Context: an optimization exercise on an open-source flow, tuned for small area, a short achievable clock period and few clock cycles. The choices shown serve that exercise and are no tape-out recipe.
Function was checked by simulation only, so behaviour that the tests miss may differ from the original.
Power figures rest on the tool's default switching activity, not on a simulated workload.

[flow/config.mk]
export PLATFORM = sky130hd
export DESIGN_NAME = sa_top
export DESIGN_NICKNAME = sa_top
export VERILOG_FILES = /design/flow/design.v
export SDC_FILE = /design/flow/constraint.sdc
export NUM_CORES = 4
export LEC_CHECK = 0
export CAP_MARGIN = 20
export CORE_MARGIN = 2
export CORE_UTILIZATION = 40
export CTS_CLUSTER_DIAMETER = 140
export CTS_CLUSTER_SIZE = 24
export PLACE_DENSITY = 0.6
export SETUP_SLACK_MARGIN = 5
export SLEW_MARGIN = 20
export TNS_END_PERCENT = 0
[flow/constraint.sdc]
create_clock -name core_clock -period 10.5 [get_ports {clk}]
set_input_delay 2.1000 -clock core_clock [delete_from_list [all_inputs] [get_ports {clk}]]
set_output_delay 2.1000 -clock core_clock [all_outputs]
set_load 0.01 [all_outputs]
[flow/design.v]
package sa_pkg;
  localparam int ROWS = 4;
  localparam int COLS = 4;
  localparam int W_IN  = 8;
  localparam int W_ACC = 24;
  localparam int AXIL_DATA_W = 32;
  localparam int AXIL_ADDR_W = 8;
  localparam logic [AXIL_ADDR_W-1:0] REG_CTRL    = 8'h00;
  localparam logic [AXIL_ADDR_W-1:0] REG_BEATS   = 8'h04;
  localparam logic [AXIL_ADDR_W-1:0] REG_PACKETS = 8'h08;
  localparam logic [1:0] RESP_OKAY = 2'b00;
endpackage
module axil_csr (
  input  logic                           clk,
  input  logic                           rst,
  input  logic [sa_pkg::AXIL_ADDR_W-1:0] awaddr,
  input  logic                           awvalid,
  input  logic [sa_pkg::AXIL_DATA_W-1:0] wdata,
  input  logic [3:0]                     wstrb,
  input  logic                           wvalid,
  input  logic                           bready,
  input  logic [sa_pkg::AXIL_ADDR_W-1:0] araddr,
  input  logic                           arvalid,
  input  logic                           rready,
  input  logic                           beat_acc,
  input  logic                           pkt_done,
  output logic                           awready,
  output logic                           wready,
  output logic [1:0]                     bresp,
  output logic                           bvalid,
  output logic                           arready,
  output logic [sa_pkg::AXIL_DATA_W-1:0] rdata,
  output logic [1:0]                     rresp,
  output logic                           rvalid,
  output logic                           ctrl_enable,
  output logic                           ctrl_clamp
);
  localparam int AXIL_DATA_W = sa_pkg::AXIL_DATA_W;
  localparam int AXIL_ADDR_W = sa_pkg::AXIL_ADDR_W;
  logic                   awready_q;
  logic                   bvalid_q;
  logic                   arready_q;
  logic                   rvalid_q;
  logic [1:0]             rsel_q;    
  logic [AXIL_DATA_W-1:0] beats_q;
  logic [AXIL_DATA_W-1:0] pkts_q;
  logic [1:0]             ctrl_q;    
  logic                   wr_fire;
  logic                   rd_fire;
  assign wr_fire = awready_q & awvalid & wvalid;
  assign rd_fire = arready_q & arvalid;
  always_ff @(posedge clk) begin
    if (rst) begin
      awready_q <= 1'b0;
      bvalid_q  <= 1'b0;
    end else begin
      awready_q <= ~awready_q & ~bvalid_q & awvalid & wvalid;
      if (wr_fire) begin
        bvalid_q <= 1'b1;
      end else if (bready) begin
        bvalid_q <= 1'b0;
      end
    end
  end
  always_ff @(posedge clk) begin
    if (rst) begin
      ctrl_q <= '0;
    end else if (wr_fire && awaddr[AXIL_ADDR_W-1:2] == '0 && wstrb[0]) begin
      ctrl_q <= wdata[1:0];
    end
  end
  always_ff @(posedge clk) begin
    if (rst) begin
      beats_q <= '0;
      pkts_q  <= '0;
    end else begin
      if (beat_acc) begin
        beats_q <= beats_q + 1'b1;
      end
      if (pkt_done) begin
        pkts_q <= pkts_q + 1'b1;
      end
    end
  end
  always_ff @(posedge clk) begin
    if (rst) begin
      arready_q <= 1'b0;
      rvalid_q  <= 1'b0;
    end else begin
      arready_q <= ~arready_q & ~rvalid_q & arvalid;
      if (rd_fire) begin
        rvalid_q <= 1'b1;
      end else if (rready) begin
        rvalid_q <= 1'b0;
      end
    end
  end
  always_ff @(posedge clk) begin
    if (rd_fire) begin
      if (araddr[AXIL_ADDR_W-1:4] != '0) begin
        rsel_q <= 2'd0;
      end else begin
        case (araddr[3:2])
          2'd0:    rsel_q <= 2'd1;
          2'd1:    rsel_q <= 2'd2;
          2'd2:    rsel_q <= 2'd3;
          default: rsel_q <= 2'd0;
        endcase
      end
    end
  end
  always_comb begin
    case (rsel_q)
      2'd1:    rdata = {30'b0, ctrl_q};
      2'd2:    rdata = beats_q;
      2'd3:    rdata = pkts_q;
      default: rdata = '0;
    endcase
  end
  assign awready     = awready_q;
  assign wready      = awready_q;
  assign bresp       = sa_pkg::RESP_OKAY;
  assign bvalid      = bvalid_q;
  assign arready     = arready_q;
  assign rresp       = sa_pkg::RESP_OKAY;
  assign rvalid      = rvalid_q;
  assign ctrl_enable = ctrl_q[0];
  assign ctrl_clamp  = ctrl_q[1];
endmodule
module mac_grid #(
  parameter int ROWS = sa_pkg::ROWS,
  parameter int COLS = sa_pkg::COLS
) (
  input  logic                                         clk,
  input  logic                                         rst,
  input  logic                                         ctrl_enable,
  input  logic [COLS-1:0][sa_pkg::W_IN-1:0]            k_data,
  input  logic                                         k_last,
  input  logic                                         k_valid,
  output logic                                         k_ready,
  input  logic [ROWS-1:0][sa_pkg::W_IN-1:0]            x_data,
  output logic                                         x_ready,
  input  logic [ROWS-1:0][sa_pkg::W_ACC-1:0]           a_data,
  input  logic                                         a_valid,
  output logic                                         a_ready,
  input  logic                                         y_ready,
  output logic                                         y_valid,
  output logic                                         y_last,
  output logic [COLS-1:0]                              out_sel,
  output logic [ROWS-1:0][COLS-1:0][sa_pkg::W_ACC-1:0] bank,
  output logic                                         beat_acc,
  output logic                                         pkt_done
);
  localparam int W_IN  = sa_pkg::W_IN;
  localparam int W_ACC = sa_pkg::W_ACC;
  logic [COLS-1:0]                      d_v;
  logic [COLS-1:0]                      d_first;
  logic [COLS-1:0]                      d_last;
  logic [COLS-1:0][ROWS-1:0][W_IN-1:0]  d_x;
  logic [COLS-1:0][COLS-1:0][W_IN-1:0]  d_k;
  logic [COLS-1:0]                      s_v;
  logic [COLS-1:0]                      s_first;
  logic [COLS-1:0]                      s_last;
  logic [COLS-1:0][ROWS-1:0][W_IN-1:0]  s_x;
  logic [COLS-1:0][COLS-1:0][W_IN-1:0]  s_k;
  logic                                 first_q;
  logic [COLS-1:0]                      done_q;
  logic [COLS-1:0]                      out_oh_q;    
  logic [1:0]                           a_col_q;
  logic [COLS-1:0]                      take;
  logic [COLS-1:0]                      go;
  logic                                 y_fire;
  logic                                 a_fire;
  logic                                 in_fire;
  always_comb begin
    for (int c = 0; c < COLS; c++) begin
      d_v[c]     = s_v[c];
      d_first[c] = s_first[c];
      d_last[c]  = s_last[c];
      d_x[c]     = s_x[c];
      d_k[c]     = s_k[c];
    end
  end
  function automatic logic [COLS+1:0] flow (input logic yr, input logic av,
                                            input logic [COLS-1:0] v,
                                            input logic [COLS-1:0] first,
                                            input logic [COLS-1:0] done,
                                            input logic [COLS-1:0] ocol,
                                            input logic [1:0] acol,
                                            input logic en);
    logic [COLS-1:0] free;
    logic [COLS-1:0] ok;
    logic [COLS-1:0] a_ok;
    logic [COLS:0]   move;
    logic [COLS-1:0] g;
    logic            ar;
    for (int c = 0; c < COLS; c++) begin
      free[c] = ~done[c] | (yr & ocol[c]);
      a_ok[c] = free[c] & (acol == 2'(c));
      ok[c]   = ~first[c] | (a_ok[c] & av);
    end
    move[COLS] = 1'b1;
    for (int c = COLS - 1; c >= 0; c--) begin
      move[c] = ~v[c] | (ok[c] & move[c+1]);
    end
    ar = 1'b0;
    for (int c = 0; c < COLS; c++) begin
      ar = ar | (v[c] & first[c] & a_ok[c] & move[c+1]);
      g[c] = v[c] & ok[c] & move[c+1];
    end
    flow = {en & move[0], ar, g};
  endfunction
  logic [COLS+1:0] f00, f01, f10, f11, f;
  assign f00 = flow(1'b0, 1'b0, d_v, d_first, done_q, out_oh_q, a_col_q, ctrl_enable);
  assign f01 = flow(1'b0, 1'b1, d_v, d_first, done_q, out_oh_q, a_col_q, ctrl_enable);
  assign f10 = flow(1'b1, 1'b0, d_v, d_first, done_q, out_oh_q, a_col_q, ctrl_enable);
  assign f11 = flow(1'b1, 1'b1, d_v, d_first, done_q, out_oh_q, a_col_q, ctrl_enable);
  assign f   = y_ready ? (a_valid ? f11 : f10) : (a_valid ? f01 : f00);
  assign go      = f[COLS-1:0];
  assign a_ready = f[COLS];
  assign k_ready = f[COLS+1];
  assign x_ready = f[COLS+1];
  assign y_valid  = |(done_q & out_oh_q);
  assign y_last   = out_oh_q[COLS-1];
  assign y_fire   = y_valid & y_ready;
  assign a_fire   = a_valid & a_ready;
  assign out_sel  = out_oh_q;
  assign pkt_done = y_fire & y_last;
  assign in_fire  = k_valid & k_ready;
  assign beat_acc = in_fire;
  always_comb begin
    for (int c = 0; c < COLS; c++) begin
      take[c] = y_fire & out_oh_q[c];
    end
  end
  always_ff @(posedge clk) begin
    if (rst) begin
      first_q   <= 1'b1;
      done_q    <= '0;
      out_oh_q  <= COLS'(1);
      a_col_q   <= '0;
    end else begin
      if (in_fire) begin
        first_q <= k_last;
      end
      done_q <= (done_q & ~take) | (go & d_last);
      if (y_fire) begin
        out_oh_q <= {out_oh_q[COLS-2:0], out_oh_q[COLS-1]};
      end
      if (a_fire) begin
        a_col_q <= a_col_q + 1'b1;
      end
    end
  end
  logic [COLS-1:0] s_move;
  always_comb begin
    for (int c = 0; c < COLS; c++) begin
      s_move[c] = ~s_v[c] | go[c];
    end
  end
  always_ff @(posedge clk) begin
    if (rst) begin
      s_v <= '0;
    end else begin
      if (s_move[0]) s_v[0] <= in_fire;
      for (int c = 1; c < COLS; c++) begin
        if (s_move[c]) s_v[c] <= go[c-1];
      end
    end
  end
  always_ff @(posedge clk) begin
    if (s_move[0]) begin
      s_first[0] <= first_q;
      s_last[0]  <= k_last;
      s_x[0]     <= x_data;
      s_k[0]     <= k_data;
    end
    for (int c = 1; c < COLS; c++) begin
      if (s_move[c]) begin
        s_first[c] <= d_first[c-1];
        s_last[c]  <= d_last[c-1];
        s_x[c]     <= d_x[c-1];
        s_k[c]     <= d_k[c-1];
      end
    end
  end
  logic [COLS-1:0][ROWS-1:0][W_ACC-1:0] nxt;
  for (genvar c = 0; c < COLS; c++) begin : g_col
    for (genvar r = 0; r < ROWS; r++) begin : g_row
      mac_unit mac_i (
        .base (d_first[c] ? a_data[r] : bank[r][c]),
        .x    (d_x[c][r]),
        .k    (d_k[c][c]),
        .y    (nxt[c][r])
      );
    end
  end
  always_ff @(posedge clk) begin
    for (int c = 0; c < COLS; c++) begin
      if (go[c]) begin
        for (int r = 0; r < ROWS; r++) begin
          bank[r][c] <= nxt[c][r];
        end
      end
    end
  end
endmodule
module mac_unit (
  input  logic [23:0] base,
  input  logic [7:0]  x,
  input  logic [7:0]  k,
  output logic [23:0] y
);
  logic [8:0] xe; assign xe = {x[7], x};
  logic one0, two0, neg0;
  assign one0 = k[0] ^ 1'b0;
  assign two0 = (k[1] & ~k[0] & ~1'b0) | (~k[1] & k[0] & 1'b0);
  assign neg0 = k[1] & ~(k[0] & 1'b0);
  logic t0_0; assign t0_0 = ((one0 & xe[0]) | (two0 & 1'b0)) ^ neg0;
  logic t0_1; assign t0_1 = ((one0 & xe[1]) | (two0 & xe[0])) ^ neg0;
  logic t0_2; assign t0_2 = ((one0 & xe[2]) | (two0 & xe[1])) ^ neg0;
  logic t0_3; assign t0_3 = ((one0 & xe[3]) | (two0 & xe[2])) ^ neg0;
  logic t0_4; assign t0_4 = ((one0 & xe[4]) | (two0 & xe[3])) ^ neg0;
  logic t0_5; assign t0_5 = ((one0 & xe[5]) | (two0 & xe[4])) ^ neg0;
  logic t0_6; assign t0_6 = ((one0 & xe[6]) | (two0 & xe[5])) ^ neg0;
  logic t0_7; assign t0_7 = ((one0 & xe[7]) | (two0 & xe[6])) ^ neg0;
  logic t0_8; assign t0_8 = ~(((one0 & xe[8]) | (two0 & xe[7])) ^ neg0);
  logic one1, two1, neg1;
  assign one1 = k[2] ^ k[1];
  assign two1 = (k[3] & ~k[2] & ~k[1]) | (~k[3] & k[2] & k[1]);
  assign neg1 = k[3] & ~(k[2] & k[1]);
  logic t1_0; assign t1_0 = ((one1 & xe[0]) | (two1 & 1'b0)) ^ neg1;
  logic t1_1; assign t1_1 = ((one1 & xe[1]) | (two1 & xe[0])) ^ neg1;
  logic t1_2; assign t1_2 = ((one1 & xe[2]) | (two1 & xe[1])) ^ neg1;
  logic t1_3; assign t1_3 = ((one1 & xe[3]) | (two1 & xe[2])) ^ neg1;
  logic t1_4; assign t1_4 = ((one1 & xe[4]) | (two1 & xe[3])) ^ neg1;
  logic t1_5; assign t1_5 = ((one1 & xe[5]) | (two1 & xe[4])) ^ neg1;
  logic t1_6; assign t1_6 = ((one1 & xe[6]) | (two1 & xe[5])) ^ neg1;
  logic t1_7; assign t1_7 = ((one1 & xe[7]) | (two1 & xe[6])) ^ neg1;
  logic t1_8; assign t1_8 = ~(((one1 & xe[8]) | (two1 & xe[7])) ^ neg1);
  logic one2, two2, neg2;
  assign one2 = k[4] ^ k[3];
  assign two2 = (k[5] & ~k[4] & ~k[3]) | (~k[5] & k[4] & k[3]);
  assign neg2 = k[5] & ~(k[4] & k[3]);
  logic t2_0; assign t2_0 = ((one2 & xe[0]) | (two2 & 1'b0)) ^ neg2;
  logic t2_1; assign t2_1 = ((one2 & xe[1]) | (two2 & xe[0])) ^ neg2;
  logic t2_2; assign t2_2 = ((one2 & xe[2]) | (two2 & xe[1])) ^ neg2;
  logic t2_3; assign t2_3 = ((one2 & xe[3]) | (two2 & xe[2])) ^ neg2;
  logic t2_4; assign t2_4 = ((one2 & xe[4]) | (two2 & xe[3])) ^ neg2;
  logic t2_5; assign t2_5 = ((one2 & xe[5]) | (two2 & xe[4])) ^ neg2;
  logic t2_6; assign t2_6 = ((one2 & xe[6]) | (two2 & xe[5])) ^ neg2;
  logic t2_7; assign t2_7 = ((one2 & xe[7]) | (two2 & xe[6])) ^ neg2;
  logic t2_8; assign t2_8 = ~(((one2 & xe[8]) | (two2 & xe[7])) ^ neg2);
  logic one3, two3, neg3;
  assign one3 = k[6] ^ k[5];
  assign two3 = (k[7] & ~k[6] & ~k[5]) | (~k[7] & k[6] & k[5]);
  assign neg3 = k[7] & ~(k[6] & k[5]);
  logic t3_0; assign t3_0 = ((one3 & xe[0]) | (two3 & 1'b0)) ^ neg3;
  logic t3_1; assign t3_1 = ((one3 & xe[1]) | (two3 & xe[0])) ^ neg3;
  logic t3_2; assign t3_2 = ((one3 & xe[2]) | (two3 & xe[1])) ^ neg3;
  logic t3_3; assign t3_3 = ((one3 & xe[3]) | (two3 & xe[2])) ^ neg3;
  logic t3_4; assign t3_4 = ((one3 & xe[4]) | (two3 & xe[3])) ^ neg3;
  logic t3_5; assign t3_5 = ((one3 & xe[5]) | (two3 & xe[4])) ^ neg3;
  logic t3_6; assign t3_6 = ((one3 & xe[6]) | (two3 & xe[5])) ^ neg3;
  logic t3_7; assign t3_7 = ((one3 & xe[7]) | (two3 & xe[6])) ^ neg3;
  logic t3_8; assign t3_8 = ~(((one3 & xe[8]) | (two3 & xe[7])) ^ neg3);
  logic fs1, fc1; assign fs1 = t0_0 ^ neg0 ^ base[0]; assign fc1 = (t0_0 & neg0) | (t0_0 & base[0]) | (neg0 & base[0]);
  logic fs2, fc2; assign fs2 = t0_2 ^ t1_0 ^ neg1; assign fc2 = (t0_2 & t1_0) | (t0_2 & neg1) | (t1_0 & neg1);
  logic fs3, fc3; assign fs3 = t0_3 ^ t1_1 ^ base[3]; assign fc3 = (t0_3 & t1_1) | (t0_3 & base[3]) | (t1_1 & base[3]);
  logic fs4, fc4; assign fs4 = t0_4 ^ t1_2 ^ t2_0; assign fc4 = (t0_4 & t1_2) | (t0_4 & t2_0) | (t1_2 & t2_0);
  logic fs5, fc5; assign fs5 = t0_5 ^ t1_3 ^ t2_1; assign fc5 = (t0_5 & t1_3) | (t0_5 & t2_1) | (t1_3 & t2_1);
  logic fs6, fc6; assign fs6 = t0_6 ^ t1_4 ^ t2_2; assign fc6 = (t0_6 & t1_4) | (t0_6 & t2_2) | (t1_4 & t2_2);
  logic fs7, fc7; assign fs7 = t3_0 ^ neg3 ^ base[6]; assign fc7 = (t3_0 & neg3) | (t3_0 & base[6]) | (neg3 & base[6]);
  logic fs8, fc8; assign fs8 = t0_7 ^ t1_5 ^ t2_3; assign fc8 = (t0_7 & t1_5) | (t0_7 & t2_3) | (t1_5 & t2_3);
  logic fs9, fc9; assign fs9 = t0_8 ^ t1_6 ^ t2_4; assign fc9 = (t0_8 & t1_6) | (t0_8 & t2_4) | (t1_6 & t2_4);
  logic fs10, fc10; assign fs10 = t3_2 ^ base[8] ^ 1'b1; assign fc10 = (t3_2 & base[8]) | (t3_2 & 1'b1) | (base[8] & 1'b1);
  logic fs11, fc11; assign fs11 = t1_7 ^ t2_5 ^ t3_3; assign fc11 = (t1_7 & t2_5) | (t1_7 & t3_3) | (t2_5 & t3_3);
  logic fs12, fc12; assign fs12 = t1_8 ^ t2_6 ^ t3_4; assign fc12 = (t1_8 & t2_6) | (t1_8 & t3_4) | (t2_6 & t3_4);
  logic fs13, fc13; assign fs13 = t2_7 ^ t3_5 ^ base[11]; assign fc13 = (t2_7 & t3_5) | (t2_7 & base[11]) | (t3_5 & base[11]);
  logic fs14, fc14; assign fs14 = t2_8 ^ t3_6 ^ base[12]; assign fc14 = (t2_8 & t3_6) | (t2_8 & base[12]) | (t3_6 & base[12]);
  logic fs15, fc15; assign fs15 = t3_7 ^ base[13] ^ 1'b1; assign fc15 = (t3_7 & base[13]) | (t3_7 & 1'b1) | (base[13] & 1'b1);
  logic fs16, fc16; assign fs16 = t0_1 ^ base[1] ^ fc1; assign fc16 = (t0_1 & base[1]) | (t0_1 & fc1) | (base[1] & fc1);
  logic fs17, fc17; assign fs17 = neg2 ^ base[4] ^ fc3; assign fc17 = (neg2 & base[4]) | (neg2 & fc3) | (base[4] & fc3);
  logic fs18, fc18; assign fs18 = base[5] ^ fc4 ^ fs5; assign fc18 = (base[5] & fc4) | (base[5] & fs5) | (fc4 & fs5);
  logic fs19, fc19; assign fs19 = fc5 ^ fs6 ^ fs7; assign fc19 = (fc5 & fs6) | (fc5 & fs7) | (fs6 & fs7);
  logic fs20, fc20; assign fs20 = t3_1 ^ base[7] ^ fc6; assign fc20 = (t3_1 & base[7]) | (t3_1 & fc6) | (base[7] & fc6);
  logic fs21, fc21; assign fs21 = fc8 ^ fs9 ^ fs10; assign fc21 = (fc8 & fs9) | (fc8 & fs10) | (fs9 & fs10);
  logic fs22, fc22; assign fs22 = base[9] ^ 1'b1 ^ fc9; assign fc22 = (base[9] & 1'b1) | (base[9] & fc9) | (1'b1 & fc9);
  logic fs23, fc23; assign fs23 = base[10] ^ fc11 ^ fs12; assign fc23 = (base[10] & fc11) | (base[10] & fs12) | (fc11 & fs12);
  logic fs24, fc24; assign fs24 = 1'b1 ^ fc12 ^ fs13; assign fc24 = (1'b1 & fc12) | (1'b1 & fs13) | (fc12 & fs13);
  logic fs25, fc25; assign fs25 = t3_8 ^ base[14] ^ fc15; assign fc25 = (t3_8 & base[14]) | (t3_8 & fc15) | (base[14] & fc15);
  logic fs26, fc26; assign fs26 = base[2] ^ fs2 ^ fc16; assign fc26 = (base[2] & fs2) | (base[2] & fc16) | (fs2 & fc16);
  logic fs27, fc27; assign fs27 = fc7 ^ fs8 ^ fc19; assign fc27 = (fc7 & fs8) | (fc7 & fc19) | (fs8 & fc19);
  logic fs28, fc28; assign fs28 = fc10 ^ fs11 ^ fc21; assign fc28 = (fc10 & fs11) | (fc10 & fc21) | (fs11 & fc21);
  logic fs29, fc29; assign fs29 = fc13 ^ fs14 ^ fc24; assign fc29 = (fc13 & fs14) | (fc13 & fc24) | (fs14 & fc24);
  logic fs30, fc30; assign fs30 = base[15] ^ 1'b1 ^ fc25; assign fc30 = (base[15] & 1'b1) | (base[15] & fc25) | (1'b1 & fc25);
  logic fs31, fc31; assign fs31 = fc2 ^ fs3 ^ fc26; assign fc31 = (fc2 & fs3) | (fc2 & fc26) | (fs3 & fc26);
  logic fs32, fc32; assign fs32 = fc20 ^ fs21 ^ fc27; assign fc32 = (fc20 & fs21) | (fc20 & fc27) | (fs21 & fc27);
  logic fs33, fc33; assign fs33 = fc22 ^ fs23 ^ fc28; assign fc33 = (fc22 & fs23) | (fc22 & fc28) | (fs23 & fc28);
  logic fs34, fc34; assign fs34 = fc14 ^ fs15 ^ fc29; assign fc34 = (fc14 & fs15) | (fc14 & fc29) | (fs15 & fc29);
  logic fs35, fc35; assign fs35 = base[16] ^ 1'b1 ^ fc30; assign fc35 = (base[16] & 1'b1) | (base[16] & fc30) | (1'b1 & fc30);
  logic fs36, fc36; assign fs36 = fs4 ^ fs17 ^ fc31; assign fc36 = (fs4 & fs17) | (fs4 & fc31) | (fs17 & fc31);
  logic fs37, fc37; assign fs37 = fs22 ^ fs28 ^ fc32; assign fc37 = (fs22 & fs28) | (fs22 & fc32) | (fs28 & fc32);
  logic fs38, fc38; assign fs38 = fc23 ^ fs24 ^ fc33; assign fc38 = (fc23 & fs24) | (fc23 & fc33) | (fs24 & fc33);
  logic fs39, fc39; assign fs39 = base[17] ^ 1'b1 ^ fc35; assign fc39 = (base[17] & 1'b1) | (base[17] & fc35) | (1'b1 & fc35);
  logic fs40, fc40; assign fs40 = fc17 ^ fs18 ^ fc36; assign fc40 = (fc17 & fs18) | (fc17 & fc36) | (fs18 & fc36);
  logic fs41, fc41; assign fs41 = base[18] ^ 1'b1 ^ fc39; assign fc41 = (base[18] & 1'b1) | (base[18] & fc39) | (1'b1 & fc39);
  logic hs42, hc42; assign hs42 = fc18 ^ fs19; assign hc42 = fc18 & fs19;
  logic hs43, hc43; assign hs43 = fs20 ^ fs27; assign hc43 = fs20 & fs27;
  logic hs44, hc44; assign hs44 = base[19] ^ 1'b1; assign hc44 = base[19] & 1'b1;
  logic hs45, hc45; assign hs45 = base[20] ^ 1'b1; assign hc45 = base[20] & 1'b1;
  logic hs46, hc46; assign hs46 = base[21] ^ 1'b1; assign hc46 = base[21] & 1'b1;
  logic hs47, hc47; assign hs47 = base[22] ^ 1'b1; assign hc47 = base[22] & 1'b1;
  logic hs48, hc48; assign hs48 = base[23] ^ 1'b1; assign hc48 = base[23] & 1'b1;
  logic [23:0] ra, rb, lo;
  assign ra = {hc47, hc46, hc45, hc44, hs44, fs41, fs39, fs35, fs30, fs25, fs34, fs29, fs38, fs33, fs37, hc43, hc42, hs42, fs40, fs36, fs31, fs26, fs16, fs1};
  assign rb = {hs48, hs47, hs46, hs45, fc41, 1'b0, 1'b0, 1'b0, 1'b0, fc34, 1'b0, fc38, 1'b0, fc37, 1'b0, fs32, hs43, fc40, 1'b0, 1'b0, 1'b0, 1'b0, 1'b0, 1'b0};
  logic [23:0] g0, p0;
  assign g0 = ra & rb; assign p0 = ra ^ rb;
  logic pg1; assign pg1 = g0[1] | (p0[1] & g0[0]);
  logic pp1; assign pp1 = p0[1] & p0[0];
  logic pg2; assign pg2 = g0[3] | (p0[3] & g0[2]);
  logic pp2; assign pp2 = p0[3] & p0[2];
  logic pg3; assign pg3 = g0[5] | (p0[5] & g0[4]);
  logic pp3; assign pp3 = p0[5] & p0[4];
  logic pg4; assign pg4 = g0[7] | (p0[7] & g0[6]);
  logic pp4; assign pp4 = p0[7] & p0[6];
  logic pg5; assign pg5 = g0[9] | (p0[9] & g0[8]);
  logic pp5; assign pp5 = p0[9] & p0[8];
  logic pg6; assign pg6 = g0[11] | (p0[11] & g0[10]);
  logic pp6; assign pp6 = p0[11] & p0[10];
  logic pg7; assign pg7 = g0[13] | (p0[13] & g0[12]);
  logic pp7; assign pp7 = p0[13] & p0[12];
  logic pg8; assign pg8 = g0[15] | (p0[15] & g0[14]);
  logic pp8; assign pp8 = p0[15] & p0[14];
  logic pg9; assign pg9 = g0[17] | (p0[17] & g0[16]);
  logic pp9; assign pp9 = p0[17] & p0[16];
  logic pg10; assign pg10 = g0[19] | (p0[19] & g0[18]);
  logic pp10; assign pp10 = p0[19] & p0[18];
  logic pg11; assign pg11 = g0[21] | (p0[21] & g0[20]);
  logic pp11; assign pp11 = p0[21] & p0[20];
  logic pg12; assign pg12 = g0[23] | (p0[23] & g0[22]);
  logic pp12; assign pp12 = p0[23] & p0[22];
  logic pg13; assign pg13 = pg2 | (pp2 & pg1);
  logic pp13; assign pp13 = pp2 & pp1;
  logic pg14; assign pg14 = pg4 | (pp4 & pg3);
  logic pp14; assign pp14 = pp4 & pp3;
  logic pg15; assign pg15 = pg6 | (pp6 & pg5);
  logic pp15; assign pp15 = pp6 & pp5;
  logic pg16; assign pg16 = pg8 | (pp8 & pg7);
  logic pp16; assign pp16 = pp8 & pp7;
  logic pg17; assign pg17 = pg10 | (pp10 & pg9);
  logic pp17; assign pp17 = pp10 & pp9;
  logic pg18; assign pg18 = pg12 | (pp12 & pg11);
  logic pp18; assign pp18 = pp12 & pp11;
  logic pg19; assign pg19 = pg14 | (pp14 & pg13);
  logic pp19; assign pp19 = pp14 & pp13;
  logic pg20; assign pg20 = pg16 | (pp16 & pg15);
  logic pp20; assign pp20 = pp16 & pp15;
  logic pg21; assign pg21 = pg18 | (pp18 & pg17);
  logic pp21; assign pp21 = pp18 & pp17;
  logic pg22; assign pg22 = pg20 | (pp20 & pg19);
  logic pp22; assign pp22 = pp20 & pp19;
  logic pg23; assign pg23 = pg21 | (pp21 & pg22);
  logic pp23; assign pp23 = pp21 & pp22;
  logic pg24; assign pg24 = pg15 | (pp15 & pg19);
  logic pp24; assign pp24 = pp15 & pp19;
  logic pg25; assign pg25 = pg17 | (pp17 & pg22);
  logic pp25; assign pp25 = pp17 & pp22;
  logic pg26; assign pg26 = pg3 | (pp3 & pg13);
  logic pp26; assign pp26 = pp3 & pp13;
  logic pg27; assign pg27 = pg5 | (pp5 & pg19);
  logic pp27; assign pp27 = pp5 & pp19;
  logic pg28; assign pg28 = pg7 | (pp7 & pg24);
  logic pp28; assign pp28 = pp7 & pp24;
  logic pg29; assign pg29 = pg9 | (pp9 & pg22);
  logic pp29; assign pp29 = pp9 & pp22;
  logic pg30; assign pg30 = pg11 | (pp11 & pg25);
  logic pp30; assign pp30 = pp11 & pp25;
  logic pg31; assign pg31 = g0[2] | (p0[2] & pg1);
  logic pp31; assign pp31 = p0[2] & pp1;
  logic pg32; assign pg32 = g0[4] | (p0[4] & pg13);
  logic pp32; assign pp32 = p0[4] & pp13;
  logic pg33; assign pg33 = g0[6] | (p0[6] & pg26);
  logic pp33; assign pp33 = p0[6] & pp26;
  logic pg34; assign pg34 = g0[8] | (p0[8] & pg19);
  logic pp34; assign pp34 = p0[8] & pp19;
  logic pg35; assign pg35 = g0[10] | (p0[10] & pg27);
  logic pp35; assign pp35 = p0[10] & pp27;
  logic pg36; assign pg36 = g0[12] | (p0[12] & pg24);
  logic pp36; assign pp36 = p0[12] & pp24;
  logic pg37; assign pg37 = g0[14] | (p0[14] & pg28);
  logic pp37; assign pp37 = p0[14] & pp28;
  logic pg38; assign pg38 = g0[16] | (p0[16] & pg22);
  logic pp38; assign pp38 = p0[16] & pp22;
  logic pg39; assign pg39 = g0[18] | (p0[18] & pg29);
  logic pp39; assign pp39 = p0[18] & pp29;
  logic pg40; assign pg40 = g0[20] | (p0[20] & pg25);
  logic pp40; assign pp40 = p0[20] & pp25;
  logic pg41; assign pg41 = g0[22] | (p0[22] & pg30);
  logic pp41; assign pp41 = p0[22] & pp30;
  assign lo[0] = p0[0];
  assign lo[1] = p0[1] ^ g0[0];
  assign lo[2] = p0[2] ^ pg1;
  assign lo[3] = p0[3] ^ pg31;
  assign lo[4] = p0[4] ^ pg13;
  assign lo[5] = p0[5] ^ pg32;
  assign lo[6] = p0[6] ^ pg26;
  assign lo[7] = p0[7] ^ pg33;
  assign lo[8] = p0[8] ^ pg19;
  assign lo[9] = p0[9] ^ pg34;
  assign lo[10] = p0[10] ^ pg27;
  assign lo[11] = p0[11] ^ pg35;
  assign lo[12] = p0[12] ^ pg24;
  assign lo[13] = p0[13] ^ pg36;
  assign lo[14] = p0[14] ^ pg28;
  assign lo[15] = p0[15] ^ pg37;
  assign lo[16] = p0[16] ^ pg22;
  assign lo[17] = p0[17] ^ pg38;
  assign lo[18] = p0[18] ^ pg29;
  assign lo[19] = p0[19] ^ pg39;
  assign lo[20] = p0[20] ^ pg25;
  assign lo[21] = p0[21] ^ pg40;
  assign lo[22] = p0[22] ^ pg30;
  assign lo[23] = p0[23] ^ pg41;
  assign y = lo;
endmodule
module column_drain #(
  parameter int ROWS = sa_pkg::ROWS,
  parameter int COLS = sa_pkg::COLS
) (
  input  logic                                         ctrl_clamp,
  input  logic [ROWS-1:0][COLS-1:0][sa_pkg::W_ACC-1:0] bank,
  input  logic [COLS-1:0]                              out_sel,
  output logic [ROWS-1:0][sa_pkg::W_ACC-1:0]           y_data
);
  localparam int W_ACC = sa_pkg::W_ACC;
  logic [ROWS-1:0][COLS-1:0] sel;
  always_comb begin
    for (int r = 0; r < ROWS; r++) begin
      y_data[r] = '0;
      for (int c = 0; c < COLS; c++) begin
        sel[r][c] = out_sel[c] & ~(ctrl_clamp & bank[r][c][W_ACC-1]);
        y_data[r] = y_data[r] | ({W_ACC{sel[r][c]}} & bank[r][c]);
      end
    end
  end
endmodule
module sa_top #(
  parameter int ROWS = sa_pkg::ROWS,
  parameter int COLS = sa_pkg::COLS
) (
  input  logic                               clk,
  input  logic                               rst,
  input  logic [sa_pkg::AXIL_ADDR_W-1:0]     axil_awaddr,
  input  logic                               axil_awvalid,
  output logic                               axil_awready,
  input  logic [sa_pkg::AXIL_DATA_W-1:0]     axil_wdata,
  input  logic [3:0]                         axil_wstrb,
  input  logic                               axil_wvalid,
  output logic                               axil_wready,
  output logic [1:0]                         axil_bresp,
  output logic                               axil_bvalid,
  input  logic                               axil_bready,
  input  logic [sa_pkg::AXIL_ADDR_W-1:0]     axil_araddr,
  input  logic                               axil_arvalid,
  output logic                               axil_arready,
  output logic [sa_pkg::AXIL_DATA_W-1:0]     axil_rdata,
  output logic [1:0]                         axil_rresp,
  output logic                               axil_rvalid,
  input  logic                               axil_rready,
  input  logic [COLS-1:0][sa_pkg::W_IN-1:0]  k_data,
  input  logic                               k_last,
  input  logic                               k_valid,
  output logic                               k_ready,
  input  logic [ROWS-1:0][sa_pkg::W_IN-1:0]  x_data,
  input  logic                               x_last,
  input  logic                               x_valid,
  output logic                               x_ready,
  input  logic [ROWS-1:0][sa_pkg::W_ACC-1:0] a_data,
  input  logic                               a_valid,
  output logic                               a_ready,
  output logic [ROWS-1:0][sa_pkg::W_ACC-1:0] y_data,
  output logic                               y_last,
  output logic                               y_valid,
  input  logic                               y_ready
);
  localparam int W_ACC = sa_pkg::W_ACC;
  logic                                 ctrl_enable;
  logic                                 ctrl_clamp;
  logic                                 beat_acc;
  logic                                 pkt_done;
  logic [ROWS-1:0][COLS-1:0][W_ACC-1:0] bank;
  logic [COLS-1:0]                      out_sel;
  axil_csr csr_i (
    .clk         (clk),
    .rst         (rst),
    .awaddr      (axil_awaddr),
    .awvalid     (axil_awvalid),
    .wdata       (axil_wdata),
    .wstrb       (axil_wstrb),
    .wvalid      (axil_wvalid),
    .bready      (axil_bready),
    .araddr      (axil_araddr),
    .arvalid     (axil_arvalid),
    .rready      (axil_rready),
    .beat_acc    (beat_acc),
    .pkt_done    (pkt_done),
    .awready     (axil_awready),
    .wready      (axil_wready),
    .bresp       (axil_bresp),
    .bvalid      (axil_bvalid),
    .arready     (axil_arready),
    .rdata       (axil_rdata),
    .rresp       (axil_rresp),
    .rvalid      (axil_rvalid),
    .ctrl_enable (ctrl_enable),
    .ctrl_clamp  (ctrl_clamp)
  );
  mac_grid #(
    .ROWS (ROWS),
    .COLS (COLS)
  ) grid_i (
    .clk         (clk),
    .rst         (rst),
    .ctrl_enable (ctrl_enable),
    .k_data      (k_data),
    .k_last      (k_last & x_last),
    .k_valid     (k_valid & x_valid),
    .k_ready     (k_ready),
    .x_data      (x_data),
    .x_ready     (x_ready),
    .a_data      (a_data),
    .a_valid     (a_valid),
    .a_ready     (a_ready),
    .y_ready     (y_ready),
    .y_valid     (y_valid),
    .y_last      (y_last),
    .out_sel     (out_sel),
    .bank        (bank),
    .beat_acc    (beat_acc),
    .pkt_done    (pkt_done)
  );
  column_drain #(
    .ROWS (ROWS),
    .COLS (COLS)
  ) drain_i (
    .ctrl_clamp (ctrl_clamp),
    .bank       (bank),
    .out_sel    (out_sel),
    .y_data     (y_data)
  );
endmodule
[flow/flow/run.sh]
#!/bin/bash
# The standard layout, with the smallest buffer on each input and output port
# (every port still gets its own buffer; the repair steps resize them where
# timing needs it). make's full output goes to standard.log.
set -euo pipefail
bash standard.sh "BUFFER_PORTS_ARGS=-buffer_cell sky130_fd_sc_hd__buf_1" finish > standard.log 2>&1
[flow/standard.sh]
#!/bin/bash
# synth_recipe.tcl (not shown) runs the flow's synth.tcl, then flattens the netlist and writes it again
# the make line also repeats each setting of config.mk as NAME=value (left out here)
make -C /OpenROAD-flow-scripts/flow DESIGN_CONFIG=/design/flow/config.mk WORK_HOME=/design/flow/orfs CLKGATE_MAP_FILE= SYNTH_SCRIPT=/design/flow/synth_recipe.tcl "${@:-finish}"
==> run notes <==
- Top cells by area, synth: edfxtp_1, fa_1, ha_1
- Tot GR Track Use: roughly a quarter
- Highest Clock Rate: 0.166 GHz
- Initial antenna violation count: 39
- Crit path from: a_data[51]
- Fillers: between 10000 and 15000
- Syn_area_per_cell: 10.9 sq um
- Pwr Density: 199 nW/um^2
- Row count: 144
- Sw power: 5660 uW
- Largest net degree at the start of global routing: between 80 and 90
- Max-slew headroom: 30.9%
- Critical Path AT: between 6000 and 7000 ps
- Worst hold path type: flip-flop to flip-flop
- Worst Min Path Start: grid_i.s_k[10]$_DFFE_PP_
- Deepest clock path buffer count: 3
- Post-synthesis cell count: 5670
- Final net count: 7000
- Fin. max-slew vios: 0
- # setup viols final: 0
- Clock slew at reported path FFs: 90 ps
- Die area: 158000 sq um
- Floorplan Core Area: 154000 sq um
- Synthesized cell area: 61800 sq um
- Worst Setup End Kind: flip-flop
- Effective utilization at floorplan: roughly 40%
- CP required: 11010 ps
- Top cell by count, worst path: fa_2
- Yosys warning total: 3
- Total grt overflow: 0
- Number of placed I/O pins: 367
- Synth Register Bits: 687
- WS Path Type: input port to flip-flop
- Clock latency on the worst-skew pair: about 670 ps
- I/O Buffers: 325
- Asr flop ratio synth: 0%
- Max stage delay on crit path: 510 ps
- LEAKAGE: 0.0283 uW
- Antenna Nets Post-Route: 0
- Crit path max fanout: 4
- Reg2Reg Launch Point: grid_i.s_k[1]$_DFFE_PP_
- Post-route insts no fill: 7917
- Chip width: slightly below 400 microns
- Period utilisation layout: 57.2%
- CTS tree: yes
- Top FF cell, synth: edfxtp_1
- Post-synth top cells: inv_1, edfxtp_1, fa_1
- Number of global-route vias before repair: slightly below 50000
- Chip Height: 397 microns
- Status: no timing/DRC/antenna violations
- Sw frac: around two fifths
- Max-Cap Viols: 0
- VDD IR max: 0.134 mV
- Yosys cell types: 66
- Hold buffers post-CTS: 0
- Via-to-Cell Ratio: 5.82
- Setup WS post-layout: 4490 ps
- Slew @ Worst Pin: 1040 ps
- Clock period minus worst slack: 6010 ps
- Startpoint class of the critical path: input port
- CTS H-Tree Depth: 2
- Via count: 46100
- EDFF count, synth: 602
- Root buffer cell: clkbuf_16
- Overall power: about 14000 uW
- Skew final: 37.5 ps
- DRC violations left: 0
- Sum of negative setup slack: 0 ps
- Storage cell area: 19800 sq um
- Dominant cell by count in the synthesized netlist: inv_1
- Initial DRT Pass Iterations: 6
- Leading area contributor after synthesis: edfxtp_1
- Combinational power share: 59.9%
- First-pass GRT wire length: 305000 microns
- Dpl ws: 3140 ps
- Sequential Power Share: between 20 and 30%
- RePlAce Congestion: approximately 0.91
- Internal cell power: ~8100 uW
- Max stage delay cell, worst path: fa_1
- Area of the multi-input gates: approximately 40000 sq um
- P&R area growth vs syn: 11.8%
- Post-Place Cells: 7702
- Share of cells above drive strength 1: ~13%
- Cts bufs inserted: 36
- Clock sink total: 687
- Cells along the critical path: buf_8, mux2_4, fa_2, fa_1, fa_2, fa_2, ha_4, fa_2, a21oi_4, nor3b_4, o21ai_2, a311oi_2, a31oi_2, nor2_1, a211oi_2, fa_2, inv_1
- Drt total wl: 215000 microns
- Final Hold Viols: 0
- Routed WL per cell: 27.2 microns
- Synth top area share: between 20 and 30%
- Clk network pwr share: 12.6%
- RSZ-0062 raised after global routing: yes
- Iter 0 DRT Violations: 4367
- Dpl hpwl: 151000 microns
- Seq/Total Area, Yosys: 32.0%
[cell type report]
type | count | area share [%]
tap | 2044 | 3.70
clock inverter | 7 | 0.165
multi-input combinational | 3940 | 57.3
sequential | 687 | 28.6
inverter | 615 | 3.35
clock buffer | 41 | 1.36
timing repair buffer | 563 | 5.40
antenna | 20 | 0.0724
[layout by cell type (no fill, tap or decap), types with 59 or more instances in the layout]
master	netlist	layout
inv_1	614	606
dfxtp_1	85	85
a22oi_1	537	532
buf_4	13	172
xnor2_1	424	424
ha_1	340	320
nand3_1	59	59
xor2_1	295	294
fa_2	0	102
o21ai_0	86	70
mux2i_1	340	327
edfxtp_1	602	602
buf_1	104	310
a21oi_1	243	221
fa_1	592	490
nand2_1	271	269
mux2_2	115	114
nor2_1	184	181
[sequential cells by signal, indices dropped and copies added (netlist names), 2 cells and up]
register and count:
grid_i.s_first 4, grid_i.done_q 4, grid_i.s_k 80, csr_i.beats_q 32, grid_i.s_x 128, grid_i.s_v 4
grid_i.a_col_q 2, grid_i.s_last 4, csr_i.ctrl_q 2, csr_i.rsel_q 2, csr_i.pkts_q 32, grid_i.bank 384
grid_i.out_oh_q 4
[power by group through the flow]
stage / Combinational, uW / Clock (uW) / Sequential [uW]
2_1_floorplan: 5620 / 0 / 3750
3_5_place_dp: 7440 / 0 / 3840
4_1_cts: 7940 / 1780 / 3770
3_3_place_gp: 7110 / 0 / 3840
5_1_grt: 9290 / 1830 / 3790
6_report: 8240 / 1730 / 3780
[worst paths after layout]
path	endpoint	slack, ps	depth (start not counted)
worst min-delay path	grid_i.s_k[42]$_DFFE_PP_	430	0
worst min register to register	grid_i.s_k[42]$_DFFE_PP_	430	0
worst max register to register	grid_i.bank[214]$_DFFE_PP_	4540	22
worst max-delay path	grid_i.bank[214]$_DFFE_PP_	4490	17
[per-layer routing]
layer / global-route usage, % / vias to the layer above / part of all wire, %
met5: 0 / - / 0.17
met4: 10.3 / 24 / 4.9
met3: 5.83 / 702 / 10
met2: 45.1 / 2218 / 48
met1: 31.3 / 23300 / 37
li1: - / 19800 / -
[repair_timing]
item                                    4_1_cts  5_1_grt
gates resized for setup                     206      115
endpoints found under the setup margin      207      121
setup buffers                                53       82
gates cloned                                  1       11
pin swaps                                   112      108
[through the flow]
| step | util (%) | hold WS, ps | instance area (sq um) |
|---|---|---|---|
| final | 45.0 | 425 | 69100 |
| after global routing | 44.9 | 429 | 69100 |
| after CTS | 44.0 | 428 | 67600 |
| after detailed placement | 42.5 | 405 | 65300 |
| after global placement | 42.5 | 405 | 65200 |
| after floorplan | - | 400 | 62300 |
[cells by family after synthesis]
family	share of synthesized area (%)
fa+ha+maj	26.1
buf+inv	6.51
mux	7.62
simple gates	6.89
flops	32.0
other cells	0.00607
xor+xnor	10.2
compound gates	10.7
[worst max-delay path, delay by kind of cell]
family | cells | cell delay [ps]
AOI/OAI and AO/OA | 5 | 1090
buffers and inverters | 2 | 160
adders and majority gates | 7 | 2740
and+or+nand+nor | 2 | 160
muxes | 1 | 260
Testbench counts, summed over its fixed seeds: cycles 5,239.

[port drivers added, routing unchanged]
Ports are ideal in the flow. The routed layout listed here was re-timed in OpenROAD. Step 1 assumes that a clkbuf_16 drives the clock port and a buf_2 every other input. Step 2 times the ports against the registers' clock, not the clock port: input delays grow and output delays shrink by t, the midpoint of the rising clock arrivals with the driver on. Slacks: no drivers / after step 1 / after step 2; pairs: no drivers / after step 1.
shift t [ns]: 0.736
setup slack, ns: 4.489 / 4.415 / 3.679
worst setup path at the end: input to register
latest minus earliest clock arrival (ns): 0.038 / 0.038
After both steps setup and hold are still met in this run. The setup slack of this run moves by -0.074 ns with the drivers and by -0.810 ns with both steps.
